Context: an optimization exercise on an open-source flow, tuned for small area. The choices shown serve that exercise and are no tape-out recipe.
Only the layout flow was run in this run; the RTL was not checked for function there.
Power figures rest on the tool's default switching activity, not on a simulated workload.

==> constraint.sdc <==
create_clock -name core_clock -period 9.0 [get_ports {clk}]
set_input_delay 1.8000 -clock core_clock [delete_from_list [all_inputs] [get_ports {clk}]]
set_output_delay 1.8000 -clock core_clock [all_outputs]
set_load 0.01 [all_outputs]
==> run.sh <==
#!/bin/bash
# synth_recipe.tcl (not shown) runs the flow's synth.tcl, then flattens the netlist and writes it again
# the make line also repeats each setting of config.mk as NAME=value (left out here)
make -C /OpenROAD-flow-scripts/flow DESIGN_CONFIG=/design/flow/config.mk WORK_HOME=/design/flow/orfs CLKGATE_MAP_FILE= SYNTH_SCRIPT=/design/flow/synth_recipe.tcl finish
==> design.v <==
package if_stage_pkg;
    typedef struct packed {
        logic [31:0] pc;
        logic [31:0] inst;
        logic        valid;
        logic [31:0] predicted_pc;
        logic        prediction_valid;
    } if_id_reg_t;
endpackage
module if_stage #(
    parameter logic [31:0] RESET_PC    = 32'h0000_0000,
    parameter int          BTB_ENTRIES = 16
) (
    input  logic        clk,
    input  logic        rst,
    input  logic        stall,
    input  logic        ex_redirect,
    input  logic [31:0] ex_target,
    input  logic        branch_redirect_id,
    input  logic [31:0] branch_target_id,
    input  logic        bp_update_en,
    input  logic [31:0] bp_update_pc,
    input  logic [31:0] bp_update_target,
    input  logic        bp_update_taken,
    output logic        imem_req,
    output logic [31:0] imem_addr,
    input  logic        imem_ack,
    input  logic [31:0] imem_rdata,
    output if_stage_pkg::if_id_reg_t if_id_next
);
    localparam int IW = $clog2(BTB_ENTRIES);
    localparam int TW = 30 - IW;
    logic        hold_q, drop_q;
    logic [31:0] pc_q, aux_q, inst_q;
    logic        pv_q;
    logic [BTB_ENTRIES-1:0]         btb_vld_q;
    logic [BTB_ENTRIES-1:0][TW-1:0] btb_tag_q;
    logic [BTB_ENTRIES-1:0][31:0]   btb_tgt_q;
    logic [BTB_ENTRIES-1:0][1:0]    btb_ctr_q;
    logic [IW-1:0] lk_idx, up_idx;
    logic [31:0]   lk_tgt, next_pc, redir_tgt;
    logic [1:0]    up_ctr, ctr_new;
    logic          pred_taken, up_hit, redirect, fetch, issue_f, issue_h, capture, to_drop;
    logic          unused_bits;
    assign unused_bits = ^bp_update_pc[1:0];
    assign fetch      = !hold_q && !drop_q;
    assign redirect   = ex_redirect || branch_redirect_id;
    assign redir_tgt  = ex_redirect ? ex_target : branch_target_id;
    logic [TW-1:0] lk_tag, up_tag;
    logic          lk_vc1, up_vld;
    assign lk_idx = pc_q[IW+1:2];
    always_comb begin
        lk_tgt = '0;
        lk_tag = '0;
        lk_vc1 = 1'b0;
        up_tag = '0;
        up_vld = 1'b0;
        up_ctr = '0;
        for (int i = 0; i < BTB_ENTRIES; i++) begin
            lk_tgt = lk_tgt | (btb_tgt_q[i] & {32{lk_idx == i}});
            lk_tag = lk_tag | (btb_tag_q[i] & {TW{lk_idx == i}});
            lk_vc1 = lk_vc1 | (btb_vld_q[i] & btb_ctr_q[i][1] & (lk_idx == i));
            up_tag = up_tag | (btb_tag_q[i] & {TW{up_idx == i}});
            up_vld = up_vld | (btb_vld_q[i] & (up_idx == i));
            up_ctr = up_ctr | (btb_ctr_q[i] & {2{up_idx == i}});
        end
    end
    assign pred_taken = lk_vc1 && (lk_tag == pc_q[31:IW+2]);
    assign next_pc    = pred_taken ? lk_tgt : pc_q + 32'd4;
    assign issue_f = fetch && !redirect && imem_ack && !stall;
    assign capture = fetch && !redirect && imem_ack && stall;
    assign to_drop = fetch && redirect && !imem_ack;
    assign issue_h = hold_q && !redirect && !stall;
    always_comb begin
        imem_req  = !rst && !hold_q;
        imem_addr = {(drop_q ? aux_q[31:2] : pc_q[31:2]), 2'b00};
        if_id_next = '0;
        if (!rst && issue_f) begin
            if_id_next.pc               = pc_q;
            if_id_next.inst             = imem_rdata;
            if_id_next.valid            = 1'b1;
            if_id_next.predicted_pc     = pred_taken ? lk_tgt : 32'd0;
            if_id_next.prediction_valid = pred_taken;
        end
        if (!rst && issue_h) begin
            if_id_next.pc               = pc_q;
            if_id_next.inst             = inst_q;
            if_id_next.valid            = 1'b1;
            if_id_next.predicted_pc     = pv_q ? aux_q : 32'd0;
            if_id_next.prediction_valid = pv_q;
        end
    end
    always_ff @(posedge clk) begin
        if (rst) begin
            hold_q <= 1'b0;
            drop_q <= 1'b0;
            pc_q   <= RESET_PC;
        end else begin
            if (redirect)                  pc_q <= redir_tgt;
            else if (issue_f)              pc_q <= next_pc;
            else if (hold_q && !stall)     pc_q <= aux_q;
            if (capture)                   hold_q <= 1'b1;
            else if (hold_q && (redirect || !stall)) hold_q <= 1'b0;
            if (to_drop)                   drop_q <= 1'b1;
            else if (drop_q && imem_ack)   drop_q <= 1'b0;
        end
    end
    always_ff @(posedge clk) begin
        if (capture) begin
            aux_q  <= next_pc;
            inst_q <= imem_rdata;
            pv_q   <= pred_taken;
        end else if (to_drop) begin
            aux_q  <= pc_q;
        end
    end
    assign up_idx = bp_update_pc[IW+1:2];
    assign up_hit = up_vld && (up_tag == bp_update_pc[31:IW+2]);
    always_comb begin
        if (!up_hit)              ctr_new = 2'b10;
        else if (bp_update_taken) ctr_new = (up_ctr == 2'b11) ? 2'b11 : up_ctr + 2'd1;
        else                      ctr_new = (up_ctr == 2'b00) ? 2'b00 : up_ctr - 2'd1;
    end
    always_ff @(posedge clk) begin
        for (int i = 0; i < BTB_ENTRIES; i++) begin
            if (rst) btb_vld_q[i] <= 1'b0;
            else if (bp_update_en && bp_update_taken && up_idx == i) btb_vld_q[i] <= 1'b1;
            if (bp_update_en && bp_update_taken && up_idx == i) begin
                btb_tag_q[i] <= bp_update_pc[31:IW+2];
                btb_tgt_q[i] <= bp_update_target;
            end
            if (bp_update_en && (up_hit || bp_update_taken) && up_idx == i)
                btb_ctr_q[i] <= ctr_new;
        end
    end
endmodule
==> config.mk <==
export PLATFORM = sky130hd
export DESIGN_NAME = if_stage
export DESIGN_NICKNAME = if_stage
export VERILOG_FILES = /design/flow/design.v
export SDC_FILE = /design/flow/constraint.sdc
export NUM_CORES = 4
export LEC_CHECK = 0
export CAP_MARGIN = 20
export CORE_MARGIN = 2
export CORE_UTILIZATION = 40
export SETUP_SLACK_MARGIN = 0.3
export SLEW_MARGIN = 20
==> summary.txt <==
Power
  – Peak VDD IR: 195 uV
  – Leakage power: 17.7 nW
  – Power Density: 206 nW/um2
  – Tot Pwr: 11.5 mW

Synthesis
  – Count leader, synth: edfxtp_1
  – Yosys top cell by area: edfxtp_1
  – Largest cells by area after synthesis: edfxtp_1 (65%), a22oi_1 (4.3%), a22o_1 (2.3%), mux2_2 (2.3%), mux2i_1 (2.2%)
  – Ys async rst share: 0%
  – Post-synth top cells: edfxtp_1 (1,025), a22oi_1 (271), nor2_1 (186), nand2_1 (149), clkbuf_1 (147)
  – Main synth FF type: edfxtp_1
  – #FFs+latches synth: 1,075
  – Yosys warnings: 1
  – Seq/Total Area, Yosys: 67.6%
  – Largest family of logic cells by synthesized area: compound AO/OA/AOI/OAI gates
  – Top-area cell type share of the netlist area: 65.4%
  – Distinct cells, synth: 83
  – Post-Synth XOR/XNOR Area: 1.17%
  – Mean Syn Cell Area: 14.2 um2
  – Number of synthesized flops with an enable pin: 1,025
  – Compound-Gate Fraction of Synth Area: 15.8%
  – Post-synthesis simple-gate area fraction: 7.25%
  – Syn Inst Count: 3,319
  – Post-Syn Area: 47,000 um2
  – Synthesized-area fraction occupied by adder cells: 0.106%
  – Mux contribution to synthesized area: 5.33%

Setup path
  – Buf/Inv on CP: 3
  – CP startpoint kind: register
  – CP cell instances: inv_1 -> ha_2 -> nand2b_1 -> o2bb2ai_1 -> a221oi_1 -> and3_1 -> nor4_1 -> nand4_1 -> nor4_4 -> nand2_1 -> buf_4 -> o21ai_0 -> clkdlybuf4s50_1
  – Setup crit end kind: output port
  – Crit path required time: 7.20 ns
  – CP max stage delay: 0.81 ns
  – Reg2reg end: aux_q[22]
  – Crit-path max FO: 26
  – Top Family by Delay on Critical Path: simple AND/OR/NAND/NOR gates
  – CP max stage cell: ha_2
  – Worst R2R Path Depth: 12
  – Worst reg-to-reg setup slack: 3.04 ns
  – Worst Path Arrival: 6.99 ns
  – Reg-to-reg startpoint: pc_q[2]
  – CP Class: register to output port

Global route
  – Vias in the first global route: 32,600
  – Remaining Overflow, GRT: 0
  – First-pass GRT wire length: 253 mm
  – Pin count of the biggest net entering global routing: 85
  – Antenna violations before repair: 18
  – Total GRT Usage: 29.5%

Timing
  – Skew final: 0.0704 ns
  – Max Freq: 114 MHz
  – Worst-Margin Slew: 1.25 ns
  – Setup tns final: 0 ns
  – Minimum clock period: 8.79 ns
  – Slew Limit Fails: 0
  – Hold Violations, Final: 0
  – Setup violators final: 0
  – Unrepaired setup endpoints after global routing: false
  – Tcrit/Tclk final: 97.7%
  – Rel. slew slack: 16.2%

Min path
  – Hold depth: 2
  – Min-Delay Path Class: register to register
  – Hold path endpoint: btb_vld_q[7]
  – Hold Crit Start: btb_vld_q[7]

Placement
  – Gpl congestion: 0.949
  – Post-DP HPWL: 113 mm
  – I/O Buffers: 294

CTS
  – Clock net sink count: 1,075
  – CTS tree: yes
  – # hold bufs at CTS: 0
  – Clock buffer depth: 3
  – Root Driver: clkbuf_16
  – Clk slew on worst S/H paths: 0.07 ns
  – Post-CTS setup buffer count: 0
  – Num CTS Buffers: 112
  – Htree depth: 3
  – Clock Latency Late Sink: 0.76 ns
  – PostCTS Resize Cnt: 0

Drt
  – DR pass1 iterations: 6
  – Final ANT Viol Nets: 0
  – WL/cell: 35.2 um
  – Number of vias per cell: 6.64
  – Vias: 34,500
  – DRC: 0
  – Routed WL: 183 mm
  – DRT iter0 DRCs: 5,716

Layout
  – Filler cells: 10,100
  – Register area: 31,800 um2
  – Synth-to-Final Area Change: 18.4%
  – Area of the multi-input gates: 14,200 um2
  – Layout Nets: 3,748
  – Share of cells above drive strength 1: 13.0%

Run
  – Max-cap viol count: 0

Floorplan
  – Core Area: 116,000 um2
  – Area of the die: 120,000 um2
  – Die X: 347 um
  – Die Y-Extent: 347 um
  – I/O pin cnt: 299
  – Row Count: 125
  – Initial Util: 40.4%

Status
  – Status: finished clean
-- tightest hold or removal path: cells and delay by family (launching register included) --
kind | cells | cell delay, ns
and+or+nand+nor | 2 | 0.14
DFF | 1 | 0.32
-- registers in the layout, summed over array words and instances, names as in the netlist --
signal     cells
pc_q          32
hold_q         1
btb_vld_q     16
btb_tag_q    416
btb_tgt_q    512
aux_q         32
pv_q           1
inst_q        32
drop_q         1
btb_ctr_q     32
-- report_power, final --
| group | internal (mW) | switching, mW | total (mW) |
|---|---|---|---|
| sequential | 5.56 | 0.0826 | 5.64 |
| clock | 2.58 | 2.04 | 4.62 |
| combinational | 0.397 | 0.818 | 1.21 |
-- final cells by class --
cell class                 count  share of cell area, %
inverter                      28                  0.189
tap                         1524                   3.43
clock buffer                 138                   5.34
sequential                  1075                   57.1
multi-input combinational   1939                   25.5
antenna                       11                 0.0494
timing repair buffer         420                   7.12
clock inverter                69                   1.24
-- stage by stage --
step | cell area [um2] | hold slack, ns | util, % | setup slack, ns | cells
floorplan | 47000 | 0.454 | - | 0.604 | 3320
global placement | 52000 | 0.476 | 44.7 | 1.29 | 4986
detailed placement | 52000 | 0.484 | 44.7 | 1.32 | 4986
CTS | 55600 | 0.502 | 47.8 | 0.583 | 5193
global route | 55700 | 0.527 | 47.8 | 0.393 | 5200
finish | 55700 | 0.502 | 47.8 | 0.208 | 5204
-- cell families (layout without fill, tap and decap cells) --
logic type	after synthesis	after routing
DFF	1075	1075
AOI/OAI and AO/OA	976	976
and+or+nand+nor	676	676
buffers and inverters	306	655
muxes	218	218
xor gates and xnor gates	63	63
adders and majority gates	4	4
other	1	13
-- cells in the final DEF, fill, tap and decap left out, drive strengths merged, types with 88 or more instances in the layout --
| cell | n |
|---|---|
| o21ai | 119 |
| a221oi | 106 |
| a22o | 124 |
| nor2 | 186 |
| clkdlybuf4s50 | 288 |
| mux2i | 104 |
| mux2 | 98 |
| a22oi | 271 |
| edfxtp | 1025 |
| nand2 | 149 |
| buf | 132 |
| a21oi | 90 |
| clkbuf | 138 |
| nand3 | 88 |
-- per-layer routing --
metal | vias up | track usage, % | routed length, um
met2 | 2625 | 44.7 | 80900
met3 | 510 | 8.61 | 23600
li1 | 14000 | - | -
met1 | 17400 | 39.4 | 69600
met4 | 16 | 13.0 | 9030
met5 | - | 0 | 105
-- worst max path at each step --
stage	from	end	depth (start not counted)
floorplan	branch_redirect_id	aux_q[0]	4
global placement	pc_q[2]	if_id_next[6]	13
detailed placement	pc_q[2]	if_id_next[6]	14
CTS	pc_q[2]	if_id_next[6]	14
global route	pc_q[2]	if_id_next[6]	14
finish	pc_q[2]	if_id_next[6]	13

## static timing again, ports no longer ideal
The flow's constraints put no driver on any port. The routed layout listed below was extracted and timed again, unchanged, in two steps.
Step 1 (the two cells are an assumption about what drives the block):
set clk [get_ports {clk}]
set_driving_cell -lib_cell sky130_fd_sc_hd__clkbuf_16 $clk
set_driving_cell -lib_cell sky130_fd_sc_hd__buf_2 [delete_from_list [all_inputs] $clk]
Step 2 times the ports against the registers' clock, not the clock port: input delays grow and output delays shrink by t, the midpoint of the rising clock arrivals with the driver on.
a / b / c = ideal / step 1 / step 2; a / b = the first two.
t, ns: 0.803
setup slack, ns: 0.208 / 0.134 / 0.938
hold WS [ns]: 0.502 / 0.502 / 0.502
latest minus earliest clock arrival (ns): 0.071 / 0.071
worst register clock-pin slew, ns: 0.07 / 0.07
After both steps this run still meets setup and hold. For this run, drivers alone change the setup slack by -0.074 ns; drivers and shift together by +0.730 ns.
